Source: an optimization exercise on an open RTL-to-GDS flow (aim: small area, a short achievable clock period and few clock cycles). Production flows keep margins and buffers that such runs may drop. Where RTL was checked, it was by simulation tests only, not by an equivalence proof against the original.

==> run a <==
// gcn_top
module gcn_top (
    input  logic                                      clk,
    input  logic                                      rst_n,
    input  logic                                      start,
    input  logic [6-1:0][3-1:0]    edge_src,
    input  logic [6-1:0][3-1:0]    edge_dst,
    input  logic [6-1:0][5-1:0]    feat_col,
    input  logic [3-1:0][5-1:0]  weight_row,
    output logic                                      feat_re,
    output logic [4-1:0]                    feat_addr,
    output logic [6-1:0][2-1:0]   y,
    output logic                                      done
);
clock: 7.5 ns
lec_check: 0
abc_clock_period_in_ps: 3000
cap_margin: 20
core_margin: 2
core_utilization: 40
cts_buf_list: sky130_fd_sc_hd__clkbuf_8
cts_cluster_diameter: 60
cts_cluster_size: 16
place_density: 0.75
setup_slack_margin: 4.3
slew_margin: 20
synth_hierarchical: 1
run.sh (not shown) runs the stock make flow with config.mk's settings and CLKGATE_MAP_FILE= SYNTH_SCRIPT=/design/flow/synth_recipe.tcl, a recipe that flattens the netlist after the stock synthesis.
==> run b (differences from run a) <==
--- a/flow/design.v
+++ b/flow/design.v
@@ -98,49 +98,49 @@
                 wd_nxt[c][3 * i + 1] = (d[2 * i + 2] & ~d[2 * i + 1] & ~d[2 * i]) |
                                        (~d[2 * i + 2] & d[2 * i + 1] & d[2 * i]);
                 wd_nxt[c][3 * i + 2] = d[2 * i + 2] & ~(d[2 * i + 1] & d[2 * i]);
             end
         end
     end
     logic [2:0] sel_0_0;
-    gcn_sel u_sel_0_0 (.a(adj[0][0]), .b(adj[0][1]), .sel(sel_0_0));
+    assign sel_0_0 = {adj[0][0] & adj[0][1], adj[0][0] & ~adj[0][1], ~adj[0][0] & adj[0][1]};
     logic [2:0] sel_0_1;
-    gcn_sel u_sel_0_1 (.a(adj[0][2]), .b(adj[0][3]), .sel(sel_0_1));
+    assign sel_0_1 = {adj[0][2] & adj[0][3], adj[0][2] & ~adj[0][3], ~adj[0][2] & adj[0][3]};
     logic [2:0] sel_0_2;
-    gcn_sel u_sel_0_2 (.a(adj[0][4]), .b(adj[0][5]), .sel(sel_0_2));
+    assign sel_0_2 = {adj[0][4] & adj[0][5], adj[0][4] & ~adj[0][5], ~adj[0][4] & adj[0][5]};
     logic [2:0] sel_1_0;
-    gcn_sel u_sel_1_0 (.a(adj[1][0]), .b(adj[1][1]), .sel(sel_1_0));
+    assign sel_1_0 = {adj[1][0] & adj[1][1], adj[1][0] & ~adj[1][1], ~adj[1][0] & adj[1][1]};
     logic [2:0] sel_1_1;
-    gcn_sel u_sel_1_1 (.a(adj[1][2]), .b(adj[1][3]), .sel(sel_1_1));
+    assign sel_1_1 = {adj[1][2] & adj[1][3], adj[1][2] & ~adj[1][3], ~adj[1][2] & adj[1][3]};
     logic [2:0] sel_1_2;
-    gcn_sel u_sel_1_2 (.a(adj[1][4]), .b(adj[1][5]), .sel(sel_1_2));
+    assign sel_1_2 = {adj[1][4] & adj[1][5], adj[1][4] & ~adj[1][5], ~adj[1][4] & adj[1][5]};
     logic [2:0] sel_2_0;
-    gcn_sel u_sel_2_0 (.a(adj[2][0]), .b(adj[2][1]), .sel(sel_2_0));
+    assign sel_2_0 = {adj[2][0] & adj[2][1], adj[2][0] & ~adj[2][1], ~adj[2][0] & adj[2][1]};
     logic [2:0] sel_2_1;
-    gcn_sel u_sel_2_1 (.a(adj[2][2]), .b(adj[2][3]), .sel(sel_2_1));
+    assign sel_2_1 = {adj[2][2] & adj[2][3], adj[2][2] & ~adj[2][3], ~adj[2][2] & adj[2][3]};
     logic [2:0] sel_2_2;
-    gcn_sel u_sel_2_2 (.a(adj[2][4]), .b(adj[2][5]), .sel(sel_2_2));
+    assign sel_2_2 = {adj[2][4] & adj[2][5], adj[2][4] & ~adj[2][5], ~adj[2][4] & adj[2][5]};
     logic [2:0] sel_3_0;
-    gcn_sel u_sel_3_0 (.a(adj[3][0]), .b(adj[3][1]), .sel(sel_3_0));
+    assign sel_3_0 = {adj[3][0] & adj[3][1], adj[3][0] & ~adj[3][1], ~adj[3][0] & adj[3][1]};
     logic [2:0] sel_3_1;
-    gcn_sel u_sel_3_1 (.a(adj[3][2]), .b(adj[3][3]), .sel(sel_3_1));
+    assign sel_3_1 = {adj[3][2] & adj[3][3], adj[3][2] & ~adj[3][3], ~adj[3][2] & adj[3][3]};
     logic [2:0] sel_3_2;
-    gcn_sel u_sel_3_2 (.a(adj[3][4]), .b(adj[3][5]), .sel(sel_3_2));
+    assign sel_3_2 = {adj[3][4] & adj[3][5], adj[3][4] & ~adj[3][5], ~adj[3][4] & adj[3][5]};
     logic [2:0] sel_4_0;
-    gcn_sel u_sel_4_0 (.a(adj[4][0]), .b(adj[4][1]), .sel(sel_4_0));
+    assign sel_4_0 = {adj[4][0] & adj[4][1], adj[4][0] & ~adj[4][1], ~adj[4][0] & adj[4][1]};
     logic [2:0] sel_4_1;
-    gcn_sel u_sel_4_1 (.a(adj[4][2]), .b(adj[4][3]), .sel(sel_4_1));
+    assign sel_4_1 = {adj[4][2] & adj[4][3], adj[4][2] & ~adj[4][3], ~adj[4][2] & adj[4][3]};
     logic [2:0] sel_4_2;
-    gcn_sel u_sel_4_2 (.a(adj[4][4]), .b(adj[4][5]), .sel(sel_4_2));
+    assign sel_4_2 = {adj[4][4] & adj[4][5], adj[4][4] & ~adj[4][5], ~adj[4][4] & adj[4][5]};
     logic [2:0] sel_5_0;
-    gcn_sel u_sel_5_0 (.a(adj[5][0]), .b(adj[5][1]), .sel(sel_5_0));
+    assign sel_5_0 = {adj[5][0] & adj[5][1], adj[5][0] & ~adj[5][1], ~adj[5][0] & adj[5][1]};
     logic [2:0] sel_5_1;
-    gcn_sel u_sel_5_1 (.a(adj[5][2]), .b(adj[5][3]), .sel(sel_5_1));
+    assign sel_5_1 = {adj[5][2] & adj[5][3], adj[5][2] & ~adj[5][3], ~adj[5][2] & adj[5][3]};
     logic [2:0] sel_5_2;
-    gcn_sel u_sel_5_2 (.a(adj[5][4]), .b(adj[5][5]), .sel(sel_5_2));
+    assign sel_5_2 = {adj[5][4] & adj[5][5], adj[5][4] & ~adj[5][5], ~adj[5][4] & adj[5][5]};
     logic ag_0, ag_1, ag_2, ag_3, ag_4, ag_5, ag_6, ag_7;
     logic ag_8, ag_9, ag_10, ag_11, ag_12, ag_13, ag_14, ag_15;
     logic ag_16, ag_17, ag_18, ag_19, ag_20, ag_21, ag_22, ag_23;
     logic ag_24, ag_25, ag_26, ag_27, ag_28, ag_29, ag_30, ag_31;
     logic ag_32, ag_33, ag_34, ag_35, ag_36, ag_37, ag_38, ag_39;
     logic ag_40, ag_41, ag_42, ag_43, ag_44, ag_45, ag_46, ag_47;
     logic ag_48, ag_49, ag_50, ag_51, ag_52, ag_53, ag_54, ag_55;
@@ -395,21 +395,14 @@
     assign ag_286 = 1'b0 & ag_284;
     assign ag_287 = 1'b0 & ag_285;
     assign sum_nxt[5] = {(1'b0 ^ ag_284), (ag_251 ^ ag_282), (ag_262 ^ ag_280), (ag_260 ^ ag_278), (ag_258 ^ ag_272), (ag_256 ^ ag_270), (ag_254 ^ ag_253), ag_252};
     always_ff @(posedge clk)
         agg_sum <= sum_nxt;
     assign wdiff = wd_nxt;    
 endmodule
-module gcn_sel (
-    input  logic       a,
-    input  logic       b,
-    output logic [2:0] sel
-);
-    assign sel = {a & b, a & ~b, ~a & b};
-endmodule
 `timescale 1ns/1ps
 module gcn_transform (
     input  logic                                                      clk,
     input  logic                                                      pre_first,
     input  logic [6-1:0][8-1:0]                     agg_sum,
     input  logic [3-1:1][9-1:0]                    wdiff,
     output logic [6-1:0][3-1:1][18-1:0]   acc,
==> flow/config.mk (replaced) <==
export PLATFORM = sky130hd
export DESIGN_NAME = gcn_top
export DESIGN_NICKNAME = gcn_top
export VERILOG_FILES = /design/flow/design.v
export SDC_FILE = /design/flow/constraint.sdc
export NUM_CORES = 4
export LEC_CHECK = 0
export ABC_CLOCK_PERIOD_IN_PS = 5000
export CAP_MARGIN = 20
export CORE_MARGIN = 2
export CORE_UTILIZATION = 55
export CTS_BUF_LIST = sky130_fd_sc_hd__clkbuf_8
export CTS_CLUSTER_DIAMETER = 60
export CTS_CLUSTER_SIZE = 16
export PLACE_DENSITY = 0.75
export SETUP_SLACK_MARGIN = 4.3
export SLEW_MARGIN = 20
export SYNTH_HIERARCHICAL = 1
==> notes <==
Run a went through all stages and came out clean. Run b ran to the end with no violations. Against run b, the first-iteration DRC count of run a is larger by about 19%. In run b the die area is smaller than in run a, by 26%. In run b the final cell count is smaller than in run a, by about 6.5%. In run b the wire length is lower than in run a, by 0.51%. Of run a and run b, run b has the higher sequential share of layout area (gap 0.12 points). Between run b and run a, the lower register-to-register slack is in run a (gap 0.05 ns). Between run a and run b, the lower synthesized cell count is in run b (gap 0.38%, measured against run b). Of run b and run a, run a has the higher count of clock-buffer cells in the layout (gap 3). In critical path depth, run a and run b do not differ.
Testbench counts of run b, summed over its fixed seeds: cycles 8,064.
The RTL of run a was laid out without a check of its function.

* * *

==> zinc: inputs <==
gcn_top, a different RTL version from the one above (not shown whole).
Settings: LEC_CHECK=0, CAP_MARGIN=20, CORE_MARGIN=2, CORE_UTILIZATION=40, SETUP_SLACK_MARGIN=4.0, SLEW_MARGIN=20, SYNTH_HIERARCHICAL=1; clock period 7.5 ns.
==> inputs of delta, as changes to zinc <==
--- a/flow/design.v
+++ b/flow/design.v
@@ -63,30 +63,32 @@
     input  logic [6-1:0][5-1:0]    feat_col,
     input  logic [3-1:0][5-1:0]  weight_row,
     output logic [6-1:0][8-1:0]     agg_sum,
     output logic [3-1:1][9-1:0]    wdiff
 );
     logic [6-1:0][5-1:0]  xr;
-    logic [3-1:1][9-1:0]  wd_nxt, wd_r;
+    logic [3-1:1][5:0]            wd_r;
+    logic [3-1:1][9-1:0]  wd_nxt;
     logic [6-1:0][8-1:0]   sum_nxt;
+    always_ff @(posedge clk) begin
+        xr <= feat_col;
+        for (int c = 1; c < 3; c++)
+            wd_r[c] <= 6'(weight_row[c]) - 6'(weight_row[0]);
+    end
     always_comb begin
         for (int c = 1; c < 3; c++) begin
             logic [6:0] d;
-            d = {6'(weight_row[c]) - 6'(weight_row[0]), 1'b0};
+            d = {wd_r[c], 1'b0};
             for (int i = 0; i < 3; i++) begin
                 wd_nxt[c][3 * i]     = d[2 * i + 1] ^ d[2 * i];
                 wd_nxt[c][3 * i + 1] = (d[2 * i + 2] & ~d[2 * i + 1] & ~d[2 * i]) |
                                        (~d[2 * i + 2] & d[2 * i + 1] & d[2 * i]);
                 wd_nxt[c][3 * i + 2] = d[2 * i + 2] & ~(d[2 * i + 1] & d[2 * i]);
             end
         end
     end
-    always_ff @(posedge clk) begin
-        xr   <= feat_col;
-        wd_r <= wd_nxt;
-    end
     logic ag_0, ag_1, ag_2, ag_3, ag_4, ag_5, ag_6, ag_7;
     logic ag_8, ag_9, ag_10, ag_11, ag_12, ag_13, ag_14, ag_15;
     logic ag_16, ag_17, ag_18, ag_19, ag_20, ag_21, ag_22, ag_23;
     logic ag_24, ag_25, ag_26, ag_27, ag_28, ag_29, ag_30, ag_31;
     logic ag_32, ag_33, ag_34, ag_35, ag_36, ag_37, ag_38, ag_39;
     logic ag_40, ag_41, ag_42, ag_43, ag_44, ag_45, ag_46, ag_47;
@@ -446,13 +448,13 @@
     assign ag_453 = ag_445 & ag_441;
     assign ag_454 = 1'b0 & ag_452;
     assign ag_455 = 1'b0 & ag_453;
     assign sum_nxt[5] = {(1'b0 ^ ag_452), (ag_419 ^ ag_450), (ag_430 ^ ag_448), (ag_428 ^ ag_446), (ag_426 ^ ag_440), (ag_424 ^ ag_438), (ag_422 ^ ag_421), ag_420};
     always_ff @(posedge clk) begin
         agg_sum <= sum_nxt;
-        wdiff   <= wd_r;
+        wdiff   <= wd_nxt;
     end
 endmodule
 `timescale 1ns/1ps
 module gcn_transform (
     input  logic                                                      clk,
     input  logic                                                      pre_first,
CORE_UTILIZATION = 60   (was 40)
PLACE_DENSITY = 0.7   (was not set)
==> inputs of pepper, as changes to zinc <==
--- a/flow/design.v
+++ b/flow/design.v
@@ -63,30 +63,32 @@
     input  logic [6-1:0][5-1:0]    feat_col,
     input  logic [3-1:0][5-1:0]  weight_row,
     output logic [6-1:0][8-1:0]     agg_sum,
     output logic [3-1:1][9-1:0]    wdiff
 );
     logic [6-1:0][5-1:0]  xr;
-    logic [3-1:1][9-1:0]  wd_nxt, wd_r;
+    logic [3-1:1][5:0]            wd_r;
+    logic [3-1:1][9-1:0]  wd_nxt;
     logic [6-1:0][8-1:0]   sum_nxt;
+    always_ff @(posedge clk) begin
+        xr <= feat_col;
+        for (int c = 1; c < 3; c++)
+            wd_r[c] <= 6'(weight_row[c]) - 6'(weight_row[0]);
+    end
     always_comb begin
         for (int c = 1; c < 3; c++) begin
             logic [6:0] d;
-            d = {6'(weight_row[c]) - 6'(weight_row[0]), 1'b0};
+            d = {wd_r[c], 1'b0};
             for (int i = 0; i < 3; i++) begin
                 wd_nxt[c][3 * i]     = d[2 * i + 1] ^ d[2 * i];
                 wd_nxt[c][3 * i + 1] = (d[2 * i + 2] & ~d[2 * i + 1] & ~d[2 * i]) |
                                        (~d[2 * i + 2] & d[2 * i + 1] & d[2 * i]);
                 wd_nxt[c][3 * i + 2] = d[2 * i + 2] & ~(d[2 * i + 1] & d[2 * i]);
             end
         end
     end
-    always_ff @(posedge clk) begin
-        xr   <= feat_col;
-        wd_r <= wd_nxt;
-    end
     logic ag_0, ag_1, ag_2, ag_3, ag_4, ag_5, ag_6, ag_7;
     logic ag_8, ag_9, ag_10, ag_11, ag_12, ag_13, ag_14, ag_15;
     logic ag_16, ag_17, ag_18, ag_19, ag_20, ag_21, ag_22, ag_23;
     logic ag_24, ag_25, ag_26, ag_27, ag_28, ag_29, ag_30, ag_31;
     logic ag_32, ag_33, ag_34, ag_35, ag_36, ag_37, ag_38, ag_39;
     logic ag_40, ag_41, ag_42, ag_43, ag_44, ag_45, ag_46, ag_47;
@@ -446,13 +448,13 @@
     assign ag_453 = ag_445 & ag_441;
     assign ag_454 = 1'b0 & ag_452;
     assign ag_455 = 1'b0 & ag_453;
     assign sum_nxt[5] = {(1'b0 ^ ag_452), (ag_419 ^ ag_450), (ag_430 ^ ag_448), (ag_428 ^ ag_446), (ag_426 ^ ag_440), (ag_424 ^ ag_438), (ag_422 ^ ag_421), ag_420};
     always_ff @(posedge clk) begin
         agg_sum <= sum_nxt;
-        wdiff   <= wd_r;
+        wdiff   <= wd_nxt;
     end
 endmodule
 `timescale 1ns/1ps
 module gcn_transform (
     input  logic                                                      clk,
     input  logic                                                      pre_first,
ABC_CLOCK_PERIOD_IN_PS = 3000   (was not set)
CTS_BUF_LIST = sky130_fd_sc_hd__clkbuf_8   (was not set)
CTS_CLUSTER_DIAMETER = 60   (was not set)
CTS_CLUSTER_SIZE = 16   (was not set)
SETUP_SLACK_MARGIN = 3.8   (was 4.0)
==> run notes <==
Post-CTS Repair Setup Buffers: zinc 20; pepper 6; delta 19
Post-detailed-route via-to-cell ratio: zinc 5.55; pepper 5.44; delta 6.12
Number of cells on the critical path: zinc 12; pepper 12; delta 11
Final worst-path setup slack: zinc 4.07 ns; pepper 4.00 ns; delta 4.05 ns
Met1 wire length: zinc 55300 um; pepper 51700 um; delta 48300 um
Final sequential cell count: zinc 405; pepper 399; delta 399
Status: zinc timing/DRC/antenna clean; pepper timing/DRC/antenna clean; delta timing/DRC/antenna clean
Antenna violations before repair: zinc 4; pepper 5; delta 3
Die Ht: zinc 326 um; pepper 325 um; delta 266 um
Total die area: zinc 0.106 mm^2; pepper 0.106 mm^2; delta 0.0709 mm^2
Post-synthesis area per instance: zinc 9.66 um^2; pepper 9.69 um^2; delta 9.69 um^2
Critical path data required time: zinc 8.02 ns; pepper 8.14 ns; delta 8.02 ns
Final HPWL from detailed placement: zinc 78800 um; pepper 77600 um; delta 75300 um
Testbench counts of zinc, summed over its fixed seeds: cycles 8,064.
Testbench counts of delta, summed over its fixed seeds: cycles 8,064.
Testbench counts of pepper, summed over its fixed seeds: cycles 8,064.

[re-timing with driven ports]
Ports are ideal in the flow. The routed layouts listed here were re-timed in OpenROAD. Step 1 sets driving cells, clkbuf_16 on the clock port and buf_2 on the other inputs (assumed; they add their load-dependent delay and slew). Step 2 moves the port delays by t, midway between the first and last clock arrival at a register: inputs arrive t later, outputs are due t later. That takes back most of the time a late clock gives input paths. Three values: no drivers, after step 1, after step 2; two values: the first two.
| run | shift t [ns] | setup WS [ns] | worst setup path after step 2 |
|---|---|---|---|
| run a | 0.803 | 4.346 / 4.283 / 3.886 | input to register |
| run b | 0.755 | 4.381 / 4.317 / 3.815 | input to register |
| zinc | 0.726 | 4.069 / 4.069 / 3.413 | input to register |
| delta | 0.678 | 4.045 / 4.045 / 3.481 | input to register |
| pepper | 0.752 | 3.996 / 3.996 / 3.578 | input to register |
After both steps every run listed still meets setup and hold. For zinc, which loses most, drivers alone change the setup slack by 0.000 ns; drivers and shift together by -0.656 ns.
